From an optimization exercise on the open Yosys and OpenROAD flow, aimed at small area, a short achievable clock period and few clock cycles per item; shortcuts taken in it are not production practice.
RTL that was checked went through simulation tests only; none was proved equivalent to the original.

==> run F <==
// order_statistic_store
module order_statistic_store (
  input  logic                                clk,
  input  logic                                rst_n,
  input  logic                                in_valid,
  output logic                                in_ready,
  input  logic                                in_func,
  input  logic signed [oss_pkg::KEY_W-1:0]    in_new_key,
  input  logic        [oss_pkg::RANK_W-1:0]   in_rank,
  output logic                                out_valid,
  input  logic                                out_ready,
  output logic        [1:0]                   out_status,
  output logic signed [oss_pkg::KEY_W-1:0]    out_found_key,
  output logic        [oss_pkg::COUNT_W-1:0]  out_stored_count
);
Settings: LEC_CHECK=0, CAP_MARGIN=20, CORE_MARGIN=2, CORE_UTILIZATION=30, GPL_ROUTABILITY_DRIVEN=1, GPL_TIMING_DRIVEN=1, PLACE_DENSITY=0.5, SETUP_SLACK_MARGIN=1.6, SLEW_MARGIN=20; clock period 5.5 ns.
run.sh (not shown) runs the stock make flow with config.mk's settings and CLKGATE_MAP_FILE= SYNTH_SCRIPT=/design/flow/synth_recipe.tcl, a recipe that flattens the netlist after the stock synthesis.
==> run D (differences from run F) <==
--- a/flow/design.v
+++ b/flow/design.v
@@ -88,44 +88,52 @@
   localparam int CW = oss_pkg::COUNT_W;
   localparam int RW = oss_pkg::RANK_W;
   localparam int QW = 2 + KW + CW;
   logic                 b_v;
   logic                 b_func;
   logic                 b_ok;
   logic                 b_cv;       
+  logic                 b_ins;      
   logic signed [KW-1:0] b_key;
   logic [N-1:0]         b_hit;
   logic [N-1:0]         b_hi_g;
   logic [N-1:0]         b_hi_p;
   logic [N-1:0]         b_lo_g;
   logic                 b_pair_hi_g;
   logic                 b_pair_hi_p;
   logic                 b_pair_lo_g;
   logic [N-1:0]         prev_gt;    
   logic [CW-1:0]        count_r;
-  logic [2:0]           q_v;
-  logic [2:0][QW-1:0]   q_d;
+  logic [N-1:0]         occ_r;      
+  logic                 c_v;
+  logic [1:0]           c_status;
+  logic [CW-1:0]        c_count;
+  logic [KW-1:0]        c_lo;
+  logic [KW-1:0]        c_hi;
+  logic [3:0]           q_v;
+  logic [3:0][QW-1:0]   q_d;
+  logic                 out_valid_r;
   logic                 in_ready_r;
   logic                 accept;
   logic                 full;
   logic                 ins;
   logic                 deq;
   logic                 sel_ok;
   logic                 pair_gt;
   logic                 pair_hi_g;
   logic                 pair_hi_p;
   logic                 pair_lo_g;
   logic [CW-1:0]        count_a;
-  logic [KW-1:0]        found;
-  logic [1:0]           res_status;
-  logic [KW-1:0]        res_key;
-  logic [CW-1:0]        res_count;
+  logic [KW-1:0]        found_lo;
+  logic [KW-1:0]        found_hi;
+  logic [1:0]           b_status;
+  logic [CW-1:0]        b_count;
   logic [QW-1:0]        res;
-  logic [2:0]           q_v_nxt;
-  logic [2:0]           q_v_kept;
+  logic [3:0]           q_v_nxt;
+  logic [3:0]           q_v_kept;
   logic [N-1:0]         hi_g;
   logic [N-1:0]         hi_p;
   logic [N-1:0]         lo_g;
   logic [N-1:0]         raw_gt;
   logic [N-1:0]         gt;
   logic [N-1:0]         s_left;
   logic [N-1:0]         s_new;
@@ -134,15 +142,15 @@
   logic [N-1:0]         prev_slot;
   logic [N-1:0]         hit_nxt;
   logic [N-1:0][KW-1:0] cell_key;
   logic [N-1:0][KW-1:0] cell_left;
   assign in_ready = in_ready_r;
   assign accept   = in_valid && in_ready_r;
   assign full     = count_r[CW-1];
-  assign ins      = b_v && !b_func && !full;
+  assign ins      = b_ins;
   assign deq      = q_v[0] && out_ready;
   oss_cmp_half u_pair_hi (
     .a  ({~b_key[KW-1], b_key[KW-2:KW/2]}),
     .b  ({~in_new_key[KW-1], in_new_key[KW-2:KW/2]}),
     .g  (pair_hi_g),
     .p  (pair_hi_p)
   );
@@ -151,19 +159,19 @@
     .b  (in_new_key[KW/2-1:0]),
     .g  (pair_lo_g),
     .p  ()
   );
   assign pair_gt = b_pair_hi_g || (b_pair_hi_p && b_pair_lo_g);
   assign count_a = count_r + CW'(ins);
   assign sel_ok  = (in_rank != '0) && (in_rank <= RW'(count_a));
-  assign tail[N] = 1'b0;
+  assign tail[N] = occ_r[N-1];
   for (genvar i = 0; i < N; i++) begin : g_ctl
-    assign occ[i]     = (CW'(i) < count_r);
-    assign tail[i]    = (count_r == CW'(i));
-    assign hit_nxt[i] = (in_rank == RW'(i + 1)) && (occ[i] || (ins && tail[i]));
+    assign occ[i]     = occ_r[i];
+    assign tail[i]    = occ_r[i] == 1'b0 && (i == 0 || occ_r[i == 0 ? 0 : i-1]);
+    assign hit_nxt[i] = in_func && (in_rank == RW'(i + 1)) && (occ[i] || (ins && tail[i]));
     assign raw_gt[i]  = b_hi_g[i] || (b_hi_p[i] && b_lo_g[i]);
   end
   assign prev_slot[0] = prev_gt[0] || tail[1];
   for (genvar i = 1; i < N; i++) begin : g_slot
     assign prev_slot[i] = !prev_gt[i-1] && (prev_gt[i] || tail[i+1]);
   end
   assign gt[0] = occ[0] && (b_cv && prev_slot[0] ? pair_gt : raw_gt[0]);
@@ -193,47 +201,56 @@
       .hi_g     (hi_g[i]),
       .hi_p     (hi_p[i]),
       .lo_g     (lo_g[i]),
       .key      (cell_key[i])
     );
   end
   always_comb begin
-    found = '0;
-    for (int i = 0; i < N; i++) begin
-      found = found | (cell_key[i] & {KW{b_hit[i]}});
+    found_lo = '0;
+    found_hi = '0;
+    for (int i = 0; i < N / 2; i++) begin
+      found_lo = found_lo | (cell_key[i] & {KW{b_hit[i]}});
+      found_hi = found_hi | (cell_key[N/2 + i] & {KW{b_hit[N/2 + i]}});
     end
   end
   always_comb begin
     if (!b_func) begin
-      res_status = full ? oss_pkg::STATUS_FULL : oss_pkg::STATUS_OK;
-      res_key    = '0;
-      res_count  = full ? count_r : count_r + CW'(1);
+      b_status = full ? oss_pkg::STATUS_FULL : oss_pkg::STATUS_OK;
+      b_count  = full ? count_r : count_r + CW'(1);
     end else begin
-      res_status = b_ok ? oss_pkg::STATUS_OK : oss_pkg::STATUS_RANGE;
-      res_key    = found;
-      res_count  = count_r;
-    end
-  end
-  assign res = {res_status, res_key, res_count};
+      b_status = b_ok ? oss_pkg::STATUS_OK : oss_pkg::STATUS_RANGE;
+      b_count  = count_r;
+    end
+  end
+  assign res = {c_status, c_lo | c_hi, c_count};
   always_comb begin
-    q_v_kept = deq ? {1'b0, q_v[2:1]} : q_v;
-    q_v_nxt  = b_v ? {q_v_kept[1:0], 1'b1} : q_v_kept;
+    q_v_kept = deq ? {1'b0, q_v[3:1]} : q_v;
+    q_v_nxt  = c_v ? {q_v_kept[2:0], 1'b1} : q_v_kept;
   end
   always_ff @(posedge clk) begin
     if (!rst_n) begin
-      b_v        <= 1'b0;
-      count_r    <= '0;
-      q_v        <= '0;
-      in_ready_r <= 1'b0;
+      b_v         <= 1'b0;
+      b_ins       <= 1'b0;
+      c_v         <= 1'b0;
+      count_r     <= '0;
+      occ_r       <= '0;
+      q_v         <= '0;
+      out_valid_r <= 1'b0;
+      in_ready_r  <= 1'b1;
     end else begin
-      b_v        <= accept;
-      q_v        <= q_v_nxt;
-      in_ready_r <= !q_v_nxt[2] && !(q_v_nxt[1] && accept);
+      b_v         <= accept;
+      b_ins       <= accept && !in_func && !count_a[CW-1];
+      c_v         <= b_v;
+      q_v         <= q_v_nxt;
+      out_valid_r <= q_v_nxt[0];
+      in_ready_r  <= !q_v_nxt[3] && !(q_v_nxt[2] && (accept || b_v)) &&
+                     !(q_v_nxt[1] && accept && b_v);
       if (ins) begin
         count_r <= count_r + CW'(1);
+        occ_r   <= {occ_r[N-2:0], 1'b1};
       end
     end
   end
   always_ff @(posedge clk) begin
     b_func      <= in_func;
     b_key       <= in_new_key;
     b_ok        <= sel_ok;
@@ -242,26 +259,27 @@
     b_hi_g      <= hi_g;
     b_hi_p      <= hi_p;
     b_lo_g      <= lo_g;
     b_pair_hi_g <= pair_hi_g;
     b_pair_hi_p <= pair_hi_p;
     b_pair_lo_g <= pair_lo_g;
     prev_gt     <= gt;
-    if (deq && q_v[1]) begin
-      q_d[0] <= q_d[1];
-    end else if (b_v && !q_v_kept[0]) begin
-      q_d[0] <= res;
-    end
-    if (deq && q_v[2]) begin
-      q_d[1] <= q_d[2];
-    end else if (b_v && !q_v_kept[1] && q_v_kept[0]) begin
-      q_d[1] <= res;
-    end
-    if (b_v && !q_v_kept[2] && q_v_kept[1]) begin
-      q_d[2] <= res;
-    end
-  end
-  assign out_valid        = q_v[0];
+    c_status    <= b_status;
+    c_count     <= b_count;
+    c_lo        <= found_lo;
+    c_hi        <= found_hi;
+    for (int e = 0; e < 3; e++) begin
+      if (deq && q_v[e+1]) begin
+        q_d[e] <= q_d[e+1];
+      end else if (c_v && !q_v_kept[e] && (e == 0 || q_v_kept[e == 0 ? 0 : e-1])) begin
+        q_d[e] <= res;
+      end
+    end
+    if (c_v && !q_v_kept[3] && q_v_kept[2]) begin
+      q_d[3] <= res;
+    end
+  end
+  assign out_valid        = out_valid_r;
   assign out_status       = q_d[0][QW-1 -: 2];
   assign out_found_key    = q_d[0][CW +: KW];
   assign out_stored_count = q_d[0][CW-1:0];
 endmodule
==> flow/flow/run.sh (new file) <==
#!/bin/bash
# Layout flow: the standard flow (standard synthesis, floorplan, placement, CTS, routing)
# with two changes:
#  - the port buffers that global placement inserts are sky130_fd_sc_hd__buf_4 instead of the
#    default pick, so the output ports are not driven through a delay cell;
#  - global routing holds back more of met1/met2 (flow/fastroute.tcl), which eases detailed
#    routing of this wire-heavy design.
# The full make output goes to flow_make.log here; ORFS's own per-step logs are under orfs/logs.
set -euo pipefail
bash standard.sh "BUFFER_PORTS_ARGS=-buffer_cell sky130_fd_sc_hd__buf_4" \
  "FASTROUTE_TCL=$PWD/flow/fastroute.tcl" finish > flow_make.log 2>&1
==> flow/flow/fastroute.tcl (new file) <==
# Global routing layers as the platform sets them, but with more of met1 and met2 held back,
# so the global router moves wires up to met3/met4 and the detailed router has room for pin
# access on the lower layers.
set_global_routing_layer_adjustment met1 0.5
set_global_routing_layer_adjustment met2 0.3
set_global_routing_layer_adjustment met3-$::env(MAX_ROUTING_LAYER) 0.2

set_routing_layers -clock $::env(MIN_CLK_ROUTING_LAYER)-$::env(MAX_ROUTING_LAYER)
set_routing_layers -signal $::env(MIN_ROUTING_LAYER)-$::env(MAX_ROUTING_LAYER)
==> flow/standard.sh (new file) <==
#!/bin/bash
# synth_recipe.tcl (not shown) runs the flow's synth.tcl, then flattens the netlist and writes it again
# the make line also repeats each setting of config.mk as NAME=value (left out here)
make -C /OpenROAD-flow-scripts/flow DESIGN_CONFIG=/design/flow/config.mk WORK_HOME=/design/flow/orfs CLKGATE_MAP_FILE= SYNTH_SCRIPT=/design/flow/synth_recipe.tcl "${@:-finish}"
==> flow/config.mk (replaced) <==
export PLATFORM = sky130hd
export DESIGN_NAME = order_statistic_store
export DESIGN_NICKNAME = order_statistic_store
export VERILOG_FILES = /design/flow/design.v
export SDC_FILE = /design/flow/constraint.sdc
export NUM_CORES = 4
export LEC_CHECK = 0
export CAP_MARGIN = 30
export CORE_ASPECT_RATIO = 0.7
export CORE_MARGIN = 2
export CORE_UTILIZATION = 30
export GPL_ROUTABILITY_DRIVEN = 1
export GPL_TIMING_DRIVEN = 1
export PLACE_DENSITY = 0.5
export SETUP_SLACK_MARGIN = 2.7
export SLEW_MARGIN = 30
removed: flow/run.sh
==> qor summary <==
Synth Cell Area: run F 136000 um2; run D 141000 um2
Run status: run F did not finish; run D complete, no violations
Last stage reached: run F global routing; run D -
Number of placement rows: run F 247; run D 210
Total nets after synthesis: run F 16400; run D 18100
Cell total after placement: run F 21900; run D 23200
Setup Buffers After CTS: run F 23; run D 53
Height of the die: run F 677 um; run D 577 um
Initial Utilization: run F 30.1%; run D 30.1%
Basic-gate share of the synthesized area counting and, or, nand and nor cells: run F 11.2%; run D 17.7%
Library cells used by synthesis: run F 104; run D 75
Global placement routability congestion: run F 1.21; run D 1.07
Fraction of synthesized cell area taken by the top area cell type: run F 35.1%; run D 35.9%
Clk sink count: run F 2537; run D 2721
Post-Syn Area per Cell: run F 8.31 um2; run D 7.82 um2
Gates resized, CTS repair: run F 64; run D 234
Pre-CTS setup slack: run F 0.375 ns; run D 1.28 ns
Count of flip-flops with a built-in enable after synthesis: run F 155; run D 196
Die X-Extent: run F 677 um; run D 823 um
Leading cell type by number of instances after synthesis: run F dfxtp_1; run D nand2_1
Seq/Total Area, Yosys: run F 38.5%; run D 40.1%
Synthesized-area fraction occupied by ao, oa, aoi and oai cells: run F 38.9%; run D 32.5%
Share of the synthesized netlist area taken by xor and xnor gates: run F 0.0773%; run D 0.0933%
HPWL after detailed placement: run F 1130 mm; run D 645 mm
Num CTS Buffers: run F 328; run D 306
Testbench counts of run D, summed over its fixed seeds: cycles 3,168, ops 3,072.
For run F, only the layout was checked, not whether the RTL still works.

==> what the ideal ports hide <==
In the flow no input, the clock included, has a driving cell. The finished layout below was timed again as built, in two steps.
Step 1 sets driving cells, clkbuf_16 on the clock port and buf_2 on the other inputs (assumed; they add their load-dependent delay and slew).
Step 2 also shifts input and output timing later by t, the mid clock arrival at the registers, as if the neighbouring blocks saw the same clock.
a / b / c = no drivers / after step 1 / after step 2; a / b = the first two.
run: run D
t, ns: 1.083
setup slack, ns: 2.535 / 2.341 / 1.257
hold WS [ns]: 0.274 / 0.171 / 0.474
After both steps run D still meets setup and hold. For run D, drivers alone change the setup slack by -0.194 ns; drivers and shift together by -1.278 ns.
